Background: an optimization exercise with open tools, aiming at small area, a short achievable clock period and few clock cycles. Do not read the settings as production practice. RTL that was checked went through simulation tests only; none was proved equivalent to the original. The RTL of run 2 was laid out without a check of its function. Power and IR drop assume default switching activity.

==> flow/design.v <==
package isa_pkg;
	localparam int INSTR_W = 32;
	localparam int OPC_W = 4;
	localparam int REG_W = 5;
	localparam int IMM_FIELD_W = 13;  
	localparam int IMM_W = 16;
	localparam int OPC_LSB = 28;
	localparam int DST_LSB = 23;
	localparam int SRC1_LSB = 18;
	localparam int SRC2_LSB = 13;
	typedef enum logic [OPC_W-1:0] {
		nop = 4'd0,
		add = 4'd1,
		sub = 4'd2,
		and_op = 4'd3,
		or_op = 4'd4,
		xor_op = 4'd5,
		addi = 4'd6,
		li = 4'd7
	} opcode_t;
	typedef logic [REG_W-1:0] reg_idx_t;
	typedef logic [IMM_W-1:0] imm_t;
endpackage
package regfile_pkg;
	typedef enum logic [1:0] {
		free = 2'd0,
		collecting = 2'd1,
		ready = 2'd2
	} oc_state_t;
	typedef logic [$clog2(4)-1:0] bank_id_t;
	typedef logic [$clog2(32/4)-1:0] row_idx_t;
endpackage
`timescale 1ns/10ps
module instr_decode (
	input logic clk,
	input logic rst,
	input logic instr_valid,
	input logic [isa_pkg::INSTR_W-1:0] instr_word,
	input logic [2-1:0] oc_free,
	input logic wb_valid,
	input isa_pkg::reg_idx_t wb_dst,
	input logic [2*2-1:0] rd_req,
	input regfile_pkg::bank_id_t [2*2-1:0] rd_bank,
	input regfile_pkg::row_idx_t [2*2-1:0] rd_row,
	output logic instr_ready,
	output logic [2-1:0] alloc,
	output isa_pkg::opcode_t dec_op,
	output isa_pkg::reg_idx_t dec_dst,
	output isa_pkg::reg_idx_t dec_src1,
	output isa_pkg::reg_idx_t dec_src2,
	output isa_pkg::imm_t dec_imm,
	output logic dec_need1,
	output logic dec_need2
);
	logic [32-1:0] pending;  
	logic ready_en;
	logic writes_dst;
	logic hazard;
	logic accept;
	logic taken;
	assign dec_op = isa_pkg::opcode_t'(instr_word[isa_pkg::OPC_LSB +: isa_pkg::OPC_W]);
	assign dec_dst = instr_word[isa_pkg::DST_LSB +: isa_pkg::REG_W];
	assign dec_src1 = instr_word[isa_pkg::SRC1_LSB +: isa_pkg::REG_W];
	assign dec_src2 = instr_word[isa_pkg::SRC2_LSB +: isa_pkg::REG_W];
	assign dec_imm = {{(isa_pkg::IMM_W-isa_pkg::IMM_FIELD_W){instr_word[isa_pkg::IMM_FIELD_W-1]}},
		instr_word[isa_pkg::IMM_FIELD_W-1:0]};
	always_comb
	begin
		dec_need1 = 1'b0;
		dec_need2 = 1'b0;
		writes_dst = 1'b1;
		case (dec_op)
			isa_pkg::add, isa_pkg::sub, isa_pkg::and_op, isa_pkg::or_op, isa_pkg::xor_op:
			begin
				dec_need1 = 1'b1;
				dec_need2 = 1'b1;
			end
			isa_pkg::addi: dec_need1 = 1'b1;
			isa_pkg::li: writes_dst = 1'b1;  
			default: writes_dst = 1'b0;  
		endcase
	end
	logic war;
	always_comb
	begin
		war = 1'b0;
		for (int r = 0; r < 2*2; r++)
			if (rd_req[r] && {rd_row[r], rd_bank[r]} == dec_dst)
				war = 1'b1;
	end
	assign hazard = (dec_need1 && pending[dec_src1]) || (dec_need2 && pending[dec_src2]) ||
		(writes_dst && (pending[dec_dst] || war));
	assign instr_ready = ready_en && (|oc_free) && !hazard;
	assign accept = instr_valid && instr_ready;
	always_comb
	begin
		taken = 1'b0;
		for (int i = 0; i < 2; i++)
		begin
			alloc[i] = accept && oc_free[i] && !taken;
			taken = taken || oc_free[i];
		end
	end
	always_ff @(posedge clk)
	begin
		if (rst)
		begin
			pending <= '0;
			ready_en <= 1'b0;
		end
		else
		begin
			ready_en <= 1'b1;
			for (int r = 0; r < 32; r++)
			begin
				if (accept && writes_dst && dec_dst == r)
					pending[r] <= 1'b1;
				else if (wb_valid && wb_dst == r)
					pending[r] <= 1'b0;  
			end
		end
	end
endmodule
`timescale 1ns/10ps
module operand_collector #(
	parameter int oc_id = 0
) (
	input logic clk,
	input logic rst,
	input logic alloc,
	input isa_pkg::opcode_t dec_op,
	input isa_pkg::reg_idx_t dec_dst,
	input isa_pkg::reg_idx_t dec_src1,
	input isa_pkg::reg_idx_t dec_src2,
	input isa_pkg::imm_t dec_imm,
	input logic dec_need1,
	input logic dec_need2,
	input logic rd_grant1,
	input logic rd_grant2,
	input logic rd_dvalid1,
	input logic rd_dvalid2,
	input logic [32-1:0] bank_data1,
	input logic [32-1:0] bank_data2,
	input logic take,
	output logic oc_free,
	output logic rd_req1,
	output logic rd_req2,
	output regfile_pkg::bank_id_t rd_bank1,
	output regfile_pkg::bank_id_t rd_bank2,
	output regfile_pkg::row_idx_t rd_row1,
	output regfile_pkg::row_idx_t rd_row2,
	output logic oc_ready,
	output isa_pkg::opcode_t oc_op,
	output isa_pkg::reg_idx_t oc_dst,
	output isa_pkg::imm_t oc_imm,
	output logic [32-1:0] oc_a,
	output logic [32-1:0] oc_b
);
	regfile_pkg::oc_state_t state;
	logic need1, need2;  
	logic sent1, sent2;  
	logic got1, got2;  
	logic done1, done2;
	assign oc_free = (state == regfile_pkg::free);
	assign oc_ready = (state == regfile_pkg::ready);
	assign rd_req1 = (state == regfile_pkg::collecting) && need1 && !sent1;
	assign rd_req2 = (state == regfile_pkg::collecting) && need2 && !sent2;
	assign done1 = !need1 || got1 || rd_dvalid1;
	assign done2 = !need2 || got2 || rd_dvalid2;
	always_ff @(posedge clk)
	begin
		if (rst)
		begin
			state <= regfile_pkg::free;
			need1 <= 1'b0;
			need2 <= 1'b0;
			sent1 <= 1'b0;
			sent2 <= 1'b0;
			got1 <= 1'b0;
			got2 <= 1'b0;
		end
		else
		begin
			case (state)
				regfile_pkg::free:
					if (alloc)
					begin
						need1 <= dec_need1;
						need2 <= dec_need2;
						sent1 <= 1'b0;
						sent2 <= 1'b0;
						got1 <= 1'b0;
						got2 <= 1'b0;
						state <= (dec_need1 || dec_need2) ? regfile_pkg::collecting : regfile_pkg::ready;
					end
				regfile_pkg::collecting:
				begin
					if (rd_grant1)
						sent1 <= 1'b1;
					if (rd_grant2)
						sent2 <= 1'b1;
					if (rd_dvalid1)
						got1 <= 1'b1;
					if (rd_dvalid2)
						got2 <= 1'b1;
					if (done1 && done2)
						state <= regfile_pkg::ready;
				end
				regfile_pkg::ready:
					if (take)
						state <= regfile_pkg::free;
				default: state <= regfile_pkg::free;
			endcase
		end
	end
	always_ff @(posedge clk)
	begin
		if (alloc && oc_free)
		begin
			oc_op <= dec_op;
			oc_dst <= dec_dst;
			oc_imm <= dec_imm;
			rd_bank1 <= dec_src1[1:0];  
			rd_row1 <= dec_src1[4:2];
			rd_bank2 <= dec_src2[1:0];
			rd_row2 <= dec_src2[4:2];
		end
		if (rd_dvalid1)
			oc_a <= bank_data1;
		if (rd_dvalid2)
			oc_b <= bank_data2;
	end
endmodule
`timescale 1ns/10ps
module regfile_banks (
	input logic clk,
	input logic rst,
	input logic [2*2-1:0] rd_req,
	input regfile_pkg::bank_id_t [2*2-1:0] rd_bank,
	input regfile_pkg::row_idx_t [2*2-1:0] rd_row,
	input logic wr_en,
	input isa_pkg::reg_idx_t wr_dst,
	input logic [32-1:0] wr_data,
	output logic [2*2-1:0] rd_grant,
	output logic [2*2-1:0] rd_dvalid,
	output logic [2*2-1:0][32-1:0] rd_data
);
	localparam int NUM_RQ = 2 * 2;
	localparam int ROWS = 32 / 4;
	logic [32-1:0] mem [4][ROWS];
	logic [4-1:0][NUM_RQ-1:0] bank_grant;  
	logic [4-1:0] bank_busy;
	regfile_pkg::bank_id_t wr_bank;
	regfile_pkg::row_idx_t wr_row;
	assign wr_bank = wr_dst[1:0];
	assign wr_row = wr_dst[4:2];
	always_comb
	begin
		bank_grant = '0;
		rd_grant = '0;
		for (int b = 0; b < 4; b++)
		begin
			bank_busy[b] = wr_en && wr_bank == b;
			for (int r = 0; r < NUM_RQ; r++)
			begin
				if (rd_req[r] && rd_bank[r] == b && !bank_busy[b])
				begin
					bank_grant[b][r] = 1'b1;
					bank_busy[b] = 1'b1;
				end
			end
			rd_grant = rd_grant | bank_grant[b];
		end
	end
	always_ff @(posedge clk)
	begin
		if (rst)
		begin
			rd_dvalid <= '0;
			for (int b = 0; b < 4; b++)
				for (int w = 0; w < ROWS; w++)
					mem[b][w] <= '0;
		end
		else
		begin
			rd_dvalid <= rd_grant;  
			if (wr_en)
				mem[wr_bank][wr_row] <= wr_data;
		end
	end
	regfile_pkg::row_idx_t [4-1:0] port_row;
	logic [4-1:0][32-1:0] port_data;
	always_comb
	begin
		for (int b = 0; b < 4; b++)
		begin
			port_row[b] = '0;
			for (int r = 0; r < NUM_RQ; r++)
				if (bank_grant[b][r])
					port_row[b] = rd_row[r];
			if (wr_en && wr_bank == b)
				port_row[b] = wr_row;
			port_data[b] = mem[b][port_row[b]];
		end
	end
	always_ff @(posedge clk)
	begin
		for (int r = 0; r < NUM_RQ; r++)
			if (rd_grant[r])
				rd_data[r] <= port_data[rd_bank[r]];
	end
endmodule
`timescale 1ns/10ps
module alu_execute (
	input logic clk,
	input logic rst,
	input logic [2-1:0] oc_ready,
	input isa_pkg::opcode_t oc0_op,
	input isa_pkg::opcode_t oc1_op,
	input isa_pkg::reg_idx_t oc0_dst,
	input isa_pkg::reg_idx_t oc1_dst,
	input isa_pkg::imm_t oc0_imm,
	input isa_pkg::imm_t oc1_imm,
	input logic [32-1:0] oc0_a,
	input logic [32-1:0] oc0_b,
	input logic [32-1:0] oc1_a,
	input logic [32-1:0] oc1_b,
	output logic [2-1:0] take,
	output logic res_valid,
	output isa_pkg::reg_idx_t res_dst,
	output logic [32-1:0] res_data
);
	logic rr;  
	logic sel;
	isa_pkg::opcode_t op;
	isa_pkg::reg_idx_t dst;
	isa_pkg::imm_t imm;
	logic [32-1:0] a, b, imm_ext, result;
	logic writes;
	assign sel = oc_ready[1] && (rr || !oc_ready[0]);
	assign take[1] = sel;
	assign take[0] = oc_ready[0] && !sel;
	assign op = sel ? oc1_op : oc0_op;
	assign dst = sel ? oc1_dst : oc0_dst;
	assign imm = sel ? oc1_imm : oc0_imm;
	assign a = sel ? oc1_a : oc0_a;
	assign b = sel ? oc1_b : oc0_b;
	assign imm_ext = {{(32-isa_pkg::IMM_W){imm[isa_pkg::IMM_W-1]}}, imm};
	always_comb
	begin
		writes = 1'b1;
		case (op)
			isa_pkg::add: result = a + b;
			isa_pkg::sub: result = a - b;
			isa_pkg::and_op: result = a & b;
			isa_pkg::or_op: result = a | b;
			isa_pkg::xor_op: result = a ^ b;
			isa_pkg::addi: result = a + imm_ext;
			isa_pkg::li: result = imm_ext;
			default:
			begin
				result = '0;
				writes = 1'b0;  
			end
		endcase
	end
	always_ff @(posedge clk)
	begin
		if (rst)
		begin
			rr <= 1'b0;
			res_valid <= 1'b0;
		end
		else
		begin
			res_valid <= (|take) && writes;
			if (|take)
				rr <= !sel;  
		end
	end
	always_ff @(posedge clk)
	begin
		res_dst <= dst;
		res_data <= result;
	end
endmodule
`timescale 1ns/10ps
module result_writeback (
	input logic clk,
	input logic rst,
	input logic res_valid,
	input isa_pkg::reg_idx_t res_dst,
	input logic [32-1:0] res_data,
	output logic wb_valid,
	output isa_pkg::reg_idx_t wb_dst,
	output logic [32-1:0] wb_data
);
	always_ff @(posedge clk)
	begin
		if (rst)
			wb_valid <= 1'b0;
		else
			wb_valid <= res_valid;
	end
	always_ff @(posedge clk)
	begin
		wb_dst <= res_dst;
		wb_data <= res_data;
	end
endmodule
`timescale 1ns/10ps
module oc_top (
	input logic clk,
	input logic rst,
	input logic instr_valid,
	input logic [isa_pkg::INSTR_W-1:0] instr_word,
	output logic instr_ready,
	output logic wb_valid,
	output isa_pkg::reg_idx_t wb_dst,
	output logic [32-1:0] wb_data
);
	logic [2-1:0] oc_free, alloc, oc_ready, take;
	isa_pkg::opcode_t dec_op;
	isa_pkg::reg_idx_t dec_dst, dec_src1, dec_src2;
	isa_pkg::imm_t dec_imm;
	logic dec_need1, dec_need2;
	logic [2*2-1:0] rd_req, rd_grant, rd_dvalid;
	regfile_pkg::bank_id_t [2*2-1:0] rd_bank;
	regfile_pkg::row_idx_t [2*2-1:0] rd_row;
	logic [2*2-1:0][32-1:0] rd_data;
	isa_pkg::opcode_t oc_op [2];
	isa_pkg::reg_idx_t oc_dst [2];
	isa_pkg::imm_t oc_imm [2];
	logic [32-1:0] oc_a [2];
	logic [32-1:0] oc_b [2];
	logic res_valid;
	isa_pkg::reg_idx_t res_dst;
	logic [32-1:0] res_data;
	instr_decode i_decode (
		.clk(clk), .rst(rst), .instr_valid(instr_valid), .instr_word(instr_word),
		.oc_free(oc_free), .wb_valid(wb_valid), .wb_dst(wb_dst),
		.rd_req(rd_req), .rd_bank(rd_bank), .rd_row(rd_row),
		.instr_ready(instr_ready), .alloc(alloc), .dec_op(dec_op), .dec_dst(dec_dst),
		.dec_src1(dec_src1), .dec_src2(dec_src2), .dec_imm(dec_imm),
		.dec_need1(dec_need1), .dec_need2(dec_need2)
	);
	for (genvar i = 0; i < 2; i++)
	begin : g_oc
		operand_collector #(.oc_id(i)) i_oc (
			.clk(clk), .rst(rst), .alloc(alloc[i]), .dec_op(dec_op), .dec_dst(dec_dst),
			.dec_src1(dec_src1), .dec_src2(dec_src2), .dec_imm(dec_imm),
			.dec_need1(dec_need1), .dec_need2(dec_need2),
			.rd_grant1(rd_grant[2*i]), .rd_grant2(rd_grant[2*i+1]),
			.rd_dvalid1(rd_dvalid[2*i]), .rd_dvalid2(rd_dvalid[2*i+1]),
			.bank_data1(rd_data[2*i]), .bank_data2(rd_data[2*i+1]), .take(take[i]),
			.oc_free(oc_free[i]), .rd_req1(rd_req[2*i]), .rd_req2(rd_req[2*i+1]),
			.rd_bank1(rd_bank[2*i]), .rd_bank2(rd_bank[2*i+1]),
			.rd_row1(rd_row[2*i]), .rd_row2(rd_row[2*i+1]), .oc_ready(oc_ready[i]),
			.oc_op(oc_op[i]), .oc_dst(oc_dst[i]), .oc_imm(oc_imm[i]),
			.oc_a(oc_a[i]), .oc_b(oc_b[i])
		);
	end
	regfile_banks i_banks (
		.clk(clk), .rst(rst), .rd_req(rd_req), .rd_bank(rd_bank), .rd_row(rd_row),
		.wr_en(wb_valid), .wr_dst(wb_dst), .wr_data(wb_data),
		.rd_grant(rd_grant), .rd_dvalid(rd_dvalid), .rd_data(rd_data)
	);
	alu_execute i_exec (
		.clk(clk), .rst(rst), .oc_ready(oc_ready),
		.oc0_op(oc_op[0]), .oc1_op(oc_op[1]), .oc0_dst(oc_dst[0]), .oc1_dst(oc_dst[1]),
		.oc0_imm(oc_imm[0]), .oc1_imm(oc_imm[1]), .oc0_a(oc_a[0]), .oc0_b(oc_b[0]),
		.oc1_a(oc_a[1]), .oc1_b(oc_b[1]), .take(take),
		.res_valid(res_valid), .res_dst(res_dst), .res_data(res_data)
	);
	result_writeback i_wb (
		.clk(clk), .rst(rst), .res_valid(res_valid), .res_dst(res_dst), .res_data(res_data),
		.wb_valid(wb_valid), .wb_dst(wb_dst), .wb_data(wb_data)
	);
endmodule
==> flow/run.sh <==
#!/bin/bash
# synth_recipe.tcl (not shown) runs the flow's synth.tcl, then flattens the netlist and writes it again
# the make line also repeats each setting of config.mk as NAME=value (left out here)
make -C /OpenROAD-flow-scripts/flow DESIGN_CONFIG=/design/flow/config.mk WORK_HOME=/design/flow/orfs CLKGATE_MAP_FILE= SYNTH_SCRIPT=/design/flow/synth_recipe.tcl finish
==> flow/config.mk <==
export PLATFORM = sky130hd
export DESIGN_NAME = oc_top
export DESIGN_NICKNAME = oc_top
export VERILOG_FILES = /design/flow/design.v
export SDC_FILE = /design/flow/constraint.sdc
export NUM_CORES = 4
export LEC_CHECK = 0
export CAP_MARGIN = 20
export CORE_MARGIN = 2
export CORE_UTILIZATION = 40
export SLEW_MARGIN = 20
==> flow/constraint.sdc <==
create_clock -name core_clock -period 7.0 [get_ports {clk}]
set_input_delay 1.4000 -clock core_clock [delete_from_list [all_inputs] [get_ports {clk}]]
set_output_delay 1.4000 -clock core_clock [all_outputs]
set_load 0.01 [all_outputs]
==> qor.yml, run 1 <==
run_status: "finished clean"
synth_largest_type_area_fraction_pct: 55.3
drt.antenna.violating_nets: 0
grt_remaining_overflow: 0
global_route.usage.total_pct: 29.0
routedWlPerCell_microns: 32.0
timing.critical_path.from_type: "input port"
post-route-min-period_ps: 6370
synthFlopType: "sky130_fd_sc_hd__edfxtp_1"
detail_route.wirelength_microns: 274000
start_util_pct: 40.3
clock-root-buffer: "sky130_fd_sc_hd__clkbuf_16"
layout_commonest_cell: "sky130_fd_sc_hd__edfxtp_1"
placedInstanceArea_sq_mm: 0.0766
post_synth_inst_count: 6133
count_of_standard_cell_rows: 156
post_synth_fa_ha_maj_area_fraction_pct: 1.74
post_layout_nonfiller_instances: 8567
worst_slew_pin_slew_ps: 1250
hold_class: "reg -> reg"
synth_area_sq_mm: 0.0729
synth_xor_area_share_pct: 0.589
finalCoreUtilization_pct: 45.2
pwr_dens_mw_per_mm2: 241
num_io_pins: 74
setup_viol: 0
finalInstanceArea_sq_mm: 0.0818
synth_compound_gate_area_share_pct: 9.91
dieWidth_microns: 431
final.setup_skew_ps: 42.9
numPlacedInstances: 8271
num-nets-final: 6198
drt_first_pass_iters: 8
avg_cell_area_syn_sq_um: 11.9
finalHoldViolations: 0
critical_path_required_ps: 5600
yosysWarnings: 12
worst_setup_path_startpoint: "instr_word[18]"
clk_path_buf_depth: 3
clock_sinks: 1474
synth_simple_gate_area_share_pct: 16.4
cts_tree: "yes"
maxCapViolCount: 0
area_delta_synth_final_pct: 12.2
synth_top_cells_by_area: "sky130_fd_sc_hd__edfxtp_1 55%, sky130_fd_sc_hd__and2_1 8.9%, sky130_fd_sc_hd__mux2i_1 4.9%, sky130_fd_sc_hd__dfxtp_1 3.6%, sky130_fd_sc_hd__nor2_1 2.3%"
vias: 51500
cts.clk_slew.worst_paths_ps: 60
grt_setup_unrepaired: "no"
dpl.hpwl_microns: 179000
final_max_slew_viol_count: 0
synth.largest_area_cell: "sky130_fd_sc_hd__edfxtp_1"
reg2reg_setup_slack_ps: 1140
worstSetupPathType: "in -> out"
ys_async_sr_fraction_pct: 0
grt_first_pass_wirelength_microns: 379000
maxSlewHeadroom_pct: 16.0
yosys-mux-area-fraction_pct: 8.98
post-route-drc-count: 0
regToRegStartpoint: "g_oc[0].i_oc.state[1]$_SDFFE_PP0P_"
r2r_end: "i_exec.res_data[29]$_DFF_P_"
area.sequential_sq_mm: 0.0430
filler_cell_count: 16200
grt_use_met3_pct: 6.11
postCtsHoldBufs: 0
setup.worst_path.end_class: "output port"
fmax_mhz: 157
post_cts.repair.setup_buffers: 0
synth-seq-cells: 1474
post_cts_resized: 0
reg2regPathDepth: 20
power.ir.vdd_worst_mv: 0.244
worstSetupEndpoint: "instr_ready"
htreeDepth: 4
synth_sequential_area_ratio_pct: 58.9
largest_family_of_logic_cells_by_synthesized_area: "simple AND/OR/NAND/NOR gates"
fp.dieArea_sq_mm: 0.186
drt_first_iter_violations: 7490
drt-vias-per-instance: 6.02
core-area_sq_mm: 0.181
share_of_layout_cells_above_drive_strength_1_pct: 12.6
grt_antenna_before_repair: 18
grt_most_used_layer: "met2"
use_met1_pct: 40.0
multi_input_logic_area_sq_mm: 0.0278
critPathMaxFanout: 10
pin_count_of_the_biggest_net_entering_global_routing: 103
arrival_ps: 4970
clk_latency_ps: 850
most_frequent_cells_in_the_layout: "1344 x sky130_fd_sc_hd__edfxtp_1, 1036 x sky130_fd_sc_hd__and2_1, 415 x sky130_fd_sc_hd__nor2_1"
period_share_pct: 91.0
clock_buffer_count_from_cts: 158
port_buffers: 73
use_met2_pct: 43.0
synth-edff-count: 1344
syn_nets: 6269
synth_cell_types: 86
post-layout-total-power_mw: 19.7
gp_routability_congestion: 1.03
power_leakage_nw: 30.8
grt_pass1_vias: 48100
timing.setup.tns_ps: 0
die_y_microns: 431
-- report_power, final --
group,leakage (nW),internal [mW],total (mW),switching (mW)
clock network,2.50,4.66,8.35,3.68
logic,13.7,0.354,1.45,1.09
registers,14.6,9.83,9.95,0.120
total,30.8,14.8,19.7,4.90
-- layout make-up --
cell class / count / share of cell area [%]
Antenna cell: 5 / 0.0153
Clock buffer: 209 / 5.23
Clock inverter: 81 / 1.08
Inverter: 125 / 0.574
Multi-Input combinational cell: 4033 / 34.0
Sequential cell: 1474 / 52.6
Tap cell: 2370 / 3.63
Timing Repair Buffer: 270 / 2.87
-- layer usage --
| metal | vias to the layer above | part of all wire, % |
|---|---|---|
| li1 | 22200 | - |
| met1 | 26000 | 41 |
| met2 | 2742 | 43 |
| met3 | 549 | 9.5 |
| met4 | 2 | 5.9 |
| met5 | - | 0.0026 |
-- logic make-up after synthesis --
family,after synthesis
AO/OA/AOI/OAI,1041
XOR/XNOR,49
adder cells (fa/ha/maj),101
buffers and inverters,626
flip-flops,1474
multiplexers,584
AND/OR/NAND/NOR,2258
-- metrics by stage --
stage | hold slack, ps | worst slack, ps
3_5_place_dp | 312 | 613
6_report | 321 | 632
5_1_grt | 329 | 402
4_1_cts | 322 | 613
3_3_place_gp | 311 | 624
2_1_floorplan | 310 | 1750
-- cells in the mapped netlist (10+ instances only) --
master / number
sky130_fd_sc_hd__o21ai_1: 21
sky130_fd_sc_hd__o21ai_2: 50
sky130_fd_sc_hd__edfxtp_1: 1344
sky130_fd_sc_hd__o22ai_1: 197
sky130_fd_sc_hd__mux2_4: 19
sky130_fd_sc_hd__nand3_1: 105
sky130_fd_sc_hd__nand2b_1: 16
sky130_fd_sc_hd__nor3_1: 68
sky130_fd_sc_hd__and2_1: 1036
sky130_fd_sc_hd__buf_2: 52
sky130_fd_sc_hd__a221oi_1: 27
sky130_fd_sc_hd__and3_1: 47
sky130_fd_sc_hd__a211oi_1: 135
sky130_fd_sc_hd__o21ai_0: 138
sky130_fd_sc_hd__xor2_1: 20
sky130_fd_sc_hd__nor4_1: 11
sky130_fd_sc_hd__o221ai_1: 11
sky130_fd_sc_hd__nor2_1: 444
sky130_fd_sc_hd__a21o_1: 18
sky130_fd_sc_hd__clkbuf_1: 404
sky130_fd_sc_hd__a31oi_1: 58
sky130_fd_sc_hd__o22a_1: 93
sky130_fd_sc_hd__dfxtp_1: 130
sky130_fd_sc_hd__or3_1: 10
sky130_fd_sc_hd__ha_1: 100
sky130_fd_sc_hd__mux2_2: 141
sky130_fd_sc_hd__xnor2_1: 29
sky130_fd_sc_hd__mux2i_1: 360
sky130_fd_sc_hd__a21oi_1: 88
sky130_fd_sc_hd__mux2_1: 33
sky130_fd_sc_hd__o211ai_1: 104
sky130_fd_sc_hd__mux4_2: 31
sky130_fd_sc_hd__nand2_1: 403
sky130_fd_sc_hd__or4_1: 34
sky130_fd_sc_hd__nand3b_1: 13
sky130_fd_sc_hd__buf_6: 10
sky130_fd_sc_hd__inv_1: 124
sky130_fd_sc_hd__buf_1: 27
sky130_fd_sc_hd__a211o_1: 36
sky130_fd_sc_hd__nor2b_1: 23
-- critical path: stages --
cell,delay (ps)
sky130_fd_sc_hd__clkdlybuf4s50_1,830
sky130_fd_sc_hd__mux4_2,570
sky130_fd_sc_hd__mux4_2,480
sky130_fd_sc_hd__mux2i_1,280
sky130_fd_sc_hd__o221ai_1,150
sky130_fd_sc_hd__a211oi_1,520
sky130_fd_sc_hd__clkdlybuf4s50_1,730
-- worst min-delay path by stage --
stage                           startpoint                  endpoint  slack [ps]  cells past startpoint
6_report         i_exec.res_dst[0]$_DFF_P_    i_wb.wb_dst[0]$_DFF_P_         320                      0
5_1_grt         i_exec.res_data[4]$_DFF_P_   i_wb.wb_data[4]$_DFF_P_         330                      0
4_1_cts          i_exec.res_dst[0]$_DFF_P_    i_wb.wb_dst[0]$_DFF_P_         320                      0
3_5_place_dp   i_exec.res_data[12]$_DFF_P_  i_wb.wb_data[12]$_DFF_P_         310                      0
3_3_place_gp   i_exec.res_data[16]$_DFF_P_  i_wb.wb_data[16]$_DFF_P_         310                      0
2_1_floorplan   i_exec.res_data[0]$_DFF_P_   i_wb.wb_data[0]$_DFF_P_         310                      0
-- state kept, by name, summed over array words and instances, names as in the netlist, 10 cells and up --
name and flops:
i_banks.mem 1024, i_banks.rd_data 128, g_oc.i_oc.oc_a 64, g_oc.i_oc.oc_b 64, i_decode.pending 32, i_exec.res_data 32
i_wb.wb_data 32, g_oc.i_oc.oc_imm 26, g_oc.i_oc.oc_dst 10
Testbench counts, summed over its fixed seeds: cycles 71,363.
==> run 2: changes to the inputs <==
==> flow/design.v (replaced) <==
package isa_pkg;
	localparam int INSTR_W = 32;
	localparam int OPC_W = 4;
	localparam int REG_W = 5;
	localparam int IMM_FIELD_W = 13;  
	localparam int IMM_W = 16;
	localparam int OPC_LSB = 28;
	localparam int DST_LSB = 23;
	localparam int SRC1_LSB = 18;
	localparam int SRC2_LSB = 13;
	typedef enum logic [OPC_W-1:0] {
		nop = 4'd0,
		add = 4'd1,
		sub = 4'd2,
		and_op = 4'd3,
		or_op = 4'd4,
		xor_op = 4'd5,
		addi = 4'd6,
		li = 4'd7
	} opcode_t;
	typedef logic [REG_W-1:0] reg_idx_t;
	typedef logic [IMM_W-1:0] imm_t;
endpackage
package regfile_pkg;
	typedef enum logic [1:0] {
		free = 2'd0,
		collecting = 2'd1,
		ready = 2'd2
	} oc_state_t;
	typedef logic [$clog2(4)-1:0] bank_id_t;
	typedef logic [$clog2(32/4)-1:0] row_idx_t;
endpackage
`timescale 1ns/10ps
module oc_top (
	input logic clk,
	input logic rst,
	input logic instr_valid,
	input logic [isa_pkg::INSTR_W-1:0] instr_word,
	output logic instr_ready,
	output logic wb_valid,
	output isa_pkg::reg_idx_t wb_dst,
	output logic [32-1:0] wb_data
);
	localparam int W = 32;
	localparam int NR = 32;
	logic [3:0] op;
	logic [4:0] dst, src1, src2;
	logic [W-1:0] simm;
	logic accept, writes, use_imm, use_b;
	assign op = instr_word[31:28];
	assign dst = instr_word[27:23];
	assign src1 = instr_word[22:18];
	assign src2 = instr_word[17:13];
	assign simm = {{(W-13){instr_word[12]}}, instr_word[12:0]};
	assign writes = (op >= 4'd1) && (op <= 4'd7);
	assign use_imm = (op == 4'd6) || (op == 4'd7);
	assign use_b = (op >= 4'd1) && (op <= 4'd5);
	logic ready_q;
	always_ff @(posedge clk)
		ready_q <= !rst;
	assign instr_ready = ready_q;
	assign accept = instr_valid && ready_q && !rst;
	logic [W-1:0] rf [NR];
	logic [W-1:0] rd1, rd2;
	assign rd1 = rf[src1];
	assign rd2 = rf[src2];
	logic e_valid;
	logic [4:0] e_dst;
	logic e_sum, e_sub, e_and, e_or, e_xor, e_li;
	logic e_fa, e_fb;
	logic [W-1:0] e_a, e_b;
	always_ff @(posedge clk)
	begin
		if (rst)
			e_valid <= 1'b0;
		else
			e_valid <= accept && writes;
		e_dst <= dst;
		e_sum <= (op == 4'd1) || (op == 4'd2) || (op == 4'd6);
		e_sub <= (op == 4'd2);
		e_and <= (op == 4'd3);
		e_or <= (op == 4'd4);
		e_xor <= (op == 4'd5);
		e_li <= (op == 4'd7);
		e_fa <= e_valid && (e_dst == src1);
		e_fb <= e_valid && (e_dst == src2) && use_b;
		e_a <= rd1;
		e_b <= use_imm ? simm : rd2;
	end
	logic [W-1:0] a, b, bx, sum, result;
	assign a = e_fa ? wb_data : e_a;
	assign b = e_fb ? wb_data : e_b;
	assign bx = e_sub ? ~b : b;
	assign sum = a + bx + {{(W-1){1'b0}}, e_sub};
	logic k_sum, k_and, k_or, k_xor, k_li;
	assign k_sum = e_sum && !rst;
	assign k_and = e_and && !rst;
	assign k_or = e_or && !rst;
	assign k_xor = e_xor && !rst;
	assign k_li = e_li && !rst;
	assign result = ({W{k_sum}} & sum) | ({W{k_and}} & (a & b)) | ({W{k_or}} & (a | b)) |
		({W{k_xor}} & (a ^ b)) | ({W{k_li}} & b);
	always_ff @(posedge clk)
		for (int r = 0; r < NR; r++)
			if (rst || (e_valid && e_dst == r))
				rf[r] <= result;
	always_ff @(posedge clk)
	begin
		if (rst)
			wb_valid <= 1'b0;
		else
			wb_valid <= e_valid;
		wb_dst <= e_dst;
		wb_data <= result;
	end
endmodule
==> run 2 against run 1 <==
  * Non-clock buffer count shrank 17
  * Design area shrank 29%
  * First-iteration DRC count grew 39%
  * Critical endpoint is now rf[12][24]$_DFFE_PP_
==> qor.yml, run 2 <==
run_status: "finished clean"  # unchanged
clock_buffer_count_from_cts: 113  # was 158
synth_largest_type_area_fraction_pct: 61.3  # was 55.3%
layout_commonest_cell: "sky130_fd_sc_hd__edfxtp_1"  # unchanged
grt_pass1_vias: 39100  # was 48100
synth_compound_gate_area_share_pct: 20.6  # was 9.91%
synth.largest_area_cell: "sky130_fd_sc_hd__edfxtp_1"  # unchanged
worst_path_max_delay_cell: "sky130_fd_sc_hd__dfxtp_2"  # was sky130_fd_sc_hd__clkdlybuf4s50_1
vias: 42200  # was 51500
largest_register_ff_count: 1024  # unchanged
worst_slew_pin_slew_ps: 1370  # was 1250 ps
clock_sinks: 1141  # was 1474
synth_area_sq_mm: 0.0502  # was 0.0729 sq mm
post_synth_fa_ha_maj_area_fraction_pct: 2.38  # was 1.74%
post_synth_inst_count: 3574  # was 6133
reg2regPathDepth: 15  # was 20
period_share_pct: 75.3  # was 91.0%
worst_hold_launch: "ready_q$_DFF_P_"  # was i_exec.res_dst[0]$_DFF_P_
maxSlewHeadroom_pct: 8.18  # was 16.0%
timing.setup.tns_ps: 0  # unchanged
global_route.usage.total_pct: 37.1  # was 29.0%
die_y_microns: 358  # was 431 microns
synth.top_cells.by_count: "1024 x sky130_fd_sc_hd__edfxtp_1, 342 x sky130_fd_sc_hd__a22oi_1, 317 x sky130_fd_sc_hd__a221oi_1"  # was 1344 x sky130_fd_sc_hd__edfxtp_1, 1036 x sky130_fd_sc_hd__and2_1, 444 x sky130_fd_sc_hd__nor2_1
synth-seq-cells: 1141  # was 1474
synth_simple_gate_area_share_pct: 5.15  # was 16.4%
postCtsHoldBufs: 0  # unchanged
cts.clk_slew.worst_paths_ps: 70  # was 60 ps
worst_path_most_repeated_cell: "sky130_fd_sc_hd__mux2i_1"
holdPathEnd: "e_valid$_SDFF_PP0_"  # was i_wb.wb_dst[0]$_DFF_P_
final.setup_skew_ps: 49.0  # was 42.9 ps
post_cts_resized: 0  # unchanged
fmax_mhz: 190  # was 157 MHz
drt.antenna.violating_nets: 0  # unchanged
pin_count_of_the_biggest_net_entering_global_routing: 43  # was 103
critical_path_required_ps: 7450  # was 5600 ps
internal-power_mw: 12.8  # was 14.8 mW
max_stage_delay_ps: 740  # was 830 ps
synth_sequential_area_ratio_pct: 65.9  # was 58.9%
grt_antenna_before_repair: 19  # was 18
switchingPower_mw: 4.97  # was 4.90 mW
reg2reg_setup_slack_ps: 1730  # was 1140 ps
setup_viol: 0  # unchanged
count_of_standard_cell_rows: 129  # was 156
num_io_pins: 74  # unchanged
start_util_pct: 40.4  # was 40.3%
finalHoldViolations: 0  # unchanged
htreeDepth: 3  # was 4
place_ws_ps: 1420  # was 613 ps
hold_class: "reg -> reg"  # unchanged
routedWlPerCell_microns: 44.8  # was 32.0 microns
post_cts.repair.setup_buffers: 0  # unchanged
critical_path.cell_chain: "mux2i_1, mux2i_1, nand2_1, fa_1, nand2b_1, a21oi_1, o21ai_0, nand2b_1, a311o_1, a21boi_1, o211ai_1, nor3b_2, a21o_1, mux2i_1, a221o_2"  # was clkdlybuf4s50_1, mux4_2, mux4_2, mux2i_1, o221ai_1, a211oi_1, clkdlybuf4s50_1
clock-root-buffer: "sky130_fd_sc_hd__clkbuf_16"  # unchanged
cts_tree: "yes"  # unchanged
synthFlopType: "sky130_fd_sc_hd__edfxtp_1"  # unchanged
dieWidth_microns: 358  # was 431 microns
grt_remaining_overflow: 0  # unchanged
drt-vias-per-instance: 7.76  # was 6.02
regToRegStartpoint: "e_fb$_DFF_P_"  # was g_oc[0].i_oc.state[1]$_SDFFE_PP0P_
r2r_end: "rf[12][24]$_DFFE_PP_"  # was i_exec.res_data[29]$_DFF_P_
most_frequent_cell_after_synthesis: "sky130_fd_sc_hd__edfxtp_1"  # unchanged
yosys-mux-area-fraction_pct: 1.72  # was 8.98%
final_max_slew_viol_count: 0  # unchanged
setup.worst_path.end_class: "flop"  # was output port
power.combinational.fraction_pct: 12.8  # was 7.3%
most_frequent_cells_in_the_layout: "1024 x sky130_fd_sc_hd__edfxtp_1, 342 x sky130_fd_sc_hd__a22oi_1, 317 x sky130_fd_sc_hd__a221oi_1"  # was 1344 x sky130_fd_sc_hd__edfxtp_1, 1036 x sky130_fd_sc_hd__and2_1, 415 x sky130_fd_sc_hd__nor2_1
core-area_sq_mm: 0.124  # was 0.181 sq mm
post-route-worst-setup-slack_ps: 1730  # was 632 ps
seqPwrFrac_pct: 50.4  # about the same
clk_path_buf_depth: 3  # unchanged
synth_xor_area_share_pct: 1.66  # was 0.589%
post-route-drc-count: 0  # unchanged
dpl.hpwl_microns: 138000  # was 179000 microns
arrival_ps: 5720  # was 4970 ps
largest-register: "rf"  # was i_banks.mem
synth_cell_types: 74  # was 86
num-nets-final: 3806  # was 6198
detail_route.wirelength_microns: 244000  # was 274000 microns
synth_top_cells_by_area: "sky130_fd_sc_hd__edfxtp_1 61%, sky130_fd_sc_hd__a221oi_1 5.5%, sky130_fd_sc_hd__a22o_1 5.5%, sky130_fd_sc_hd__a22oi_1 5.1%, sky130_fd_sc_hd__dfxtp_1 4.7%"  # was sky130_fd_sc_hd__edfxtp_1 55%, sky130_fd_sc_hd__and2_1 8.9%, sky130_fd_sc_hd__mux2i_1 4.9%, sky130_fd_sc_hd__dfxtp_1 3.6%, sky130_fd_sc_hd__nor2_1 2.3%
placedInstanceArea_sq_mm: 0.0543  # was 0.0766 sq mm
grt_setup_unrepaired: "no"  # unchanged
maxCapViolCount: 0  # unchanged
fp.dieArea_sq_mm: 0.128  # was 0.186 sq mm
share_of_layout_cells_above_drive_strength_1_pct: 14.2  # was 12.6%
clock_power_share_pct: 36.8  # was 42.3%
grt_first_pass_wirelength_microns: 326000  # was 379000 microns
critPathMaxFanout: 33  # was 10
avg_cell_area_syn_sq_um: 14.0  # was 11.9 sq um
timing.critical_path.from_type: "flop"  # was input port
port_buffers: 73  # unchanged
power_leakage_nw: 20.2  # was 30.8 nW
pwr_dens_mw_per_mm2: 305  # was 241 mW/mm^2
finalInstanceArea_sq_mm: 0.0584  # was 0.0818 sq mm
power.ir.vdd_worst_mv: 0.235  # was 0.244 mV
hold_depth: 2  # was 0
gp_routability_congestion: 1.01  # was 1.03
worstSetupPathType: "reg -> reg"  # was in -> out
synth-edff-count: 1024  # was 1344
drt_first_iter_violations: 10400  # was 7490
ys_async_sr_fraction_pct: 0  # unchanged
largest_family_of_logic_cells_by_synthesized_area: "compound AO/OA/AOI/OAI gates"  # was simple AND/OR/NAND/NOR gates
area_delta_synth_final_pct: 16.4  # was 12.2%
drt_first_pass_iters: 12  # was 8
post-route-min-period_ps: 5270  # was 6370 ps
swShare_pct: 27.9  # was 24.8%
clk_latency_ps: 750  # was 850 ps
yosysWarnings: 2  # was 12
syn_nets: 3704  # was 6269
[run 2: cell types whose count changed after synthesis, moves of 167 or more]
cell / delta
sky130_fd_sc_hd__and2_1: -1032
sky130_fd_sc_hd__a22oi_1: +334
sky130_fd_sc_hd__a221oi_1: +290
sky130_fd_sc_hd__edfxtp_1: -320
sky130_fd_sc_hd__nor2_1: -358
sky130_fd_sc_hd__mux2i_1: -287
sky130_fd_sc_hd__a22o_1: +307
sky130_fd_sc_hd__nand2_1: -315
sky130_fd_sc_hd__clkbuf_1: -167
sky130_fd_sc_hd__o22ai_1: -191
[run 2: layer usage]
metal,global-route usage [%],share of wire [%],vias to the layer above,wire [microns]
met3,17.6,18,1526,43800
met5,0.926,0.14,-,341
met1,44.5,32,20400,79000
met2,53.0,41,5048,99100
li1,-,-,15300,-
met4,24.1,8.7,18,21300
[run 2: power by group through the flow]
stage | logic [mW] | clock network [mW] | registers [mW]
finish | 2.28 | 6.54 | 8.98
global route | 2.38 | 6.77 | 9.00
CTS | 2.17 | 6.50 | 8.92
detailed placement | 2.16 | 0 | 9.05
global placement | 2.14 | 0 | 9.06
floorplan | 1.23 | 0 | 8.83
[run 2: layout make-up]
class | instances | area (sq um)
well taps | 1637 | 2050
clock inverters | 87 | 991
inverters | 77 | 289
repair buffers | 253 | 2270
flip-flops and latches | 1141 | 33100
fillers | 10700 | 65700
multi-input cells | 2090 | 16700
diodes | 26 | 65.1
clock buffers | 129 | 2960
[run 2: cell families after synthesis]
kind of cell,count (synthesis)
flip-flops,1141
multiplexers,84
AO/OA/AOI/OAI,1321
buffers and inverters,343
AND/OR/NAND/NOR,495
adder cells (fa/ha/maj),95
XOR/XNOR,95
[run 2: how the worst max path moves through the flow]
stage	startpoint	end	slack, ps	cells past startpoint
3_3_place_gp	e_fb$_DFF_P_	rf[14][24]$_DFFE_PP_	1560	15
2_1_floorplan	e_fb$_DFF_P_	rf[0][30]$_DFFE_PP_	960	17
4_1_cts	e_fb$_DFF_P_	rf[5][24]$_DFFE_PP_	1390	15
3_5_place_dp	e_fb$_DFF_P_	rf[9][24]$_DFFE_PP_	1420	15
6_report	e_fb$_DFF_P_	rf[12][24]$_DFFE_PP_	1730	15
5_1_grt	e_fb$_DFF_P_	rf[12][24]$_DFFE_PP_	1400	15
[run 2: per-stage QoR]
step | power [mW] | util (%) | hold slack, ps | cells
finish | 17.8 | 47.1 | 461 | 5440
global route | 18.2 | 47.0 | 495 | 5421
CTS | 17.6 | 47.0 | 472 | 5412
detailed placement | 11.2 | 43.8 | 453 | 5196
global placement | 11.2 | 43.8 | 448 | 5196
floorplan | 10.1 | - | 329 | 3574
[run 2: worst max-delay path: cells and delay by family, from the launching register on]
kind | cells | cell delay, ps
AO/OA/AOI/OAI | 7 | 1700
adder cells (fa/ha/maj) | 1 | 460
flip-flops | 1 | 740
multiplexers | 3 | 1160
AND/OR/NAND/NOR | 4 | 860

==> what the ideal ports hide <==
How much do the figures lean on ideal ports? The routed layouts below were timed once more, with nothing changed but the port constraints.
Step 1 (the two cells are an assumption about what drives the block):
set clk [get_ports {clk}]
set_driving_cell -lib_cell sky130_fd_sc_hd__clkbuf_16 $clk
set_driving_cell -lib_cell sky130_fd_sc_hd__buf_2 [delete_from_list [all_inputs] $clk]
Step 2, shift: input delay + t, output delay - t, t = (earliest + latest rising clock arrival at the registers) / 2. This alone moves slack from input paths to output paths.
a / b / c = no drivers / after step 1 / after step 2; a / b = the first two.
run	t (ns)	setup slack, ns	slew at the worst register clock pin (ns)
run 1	0.914	0.632 / 0.579 / 0.579	0.07 / 0.07
run 2	0.811	1.728 / 1.728 / 1.455	0.07 / 0.07
After both steps every run listed still meets setup and hold. The setup slack of run 2, which loses most, moves by 0.000 ns with the drivers and by -0.273 ns with both steps.
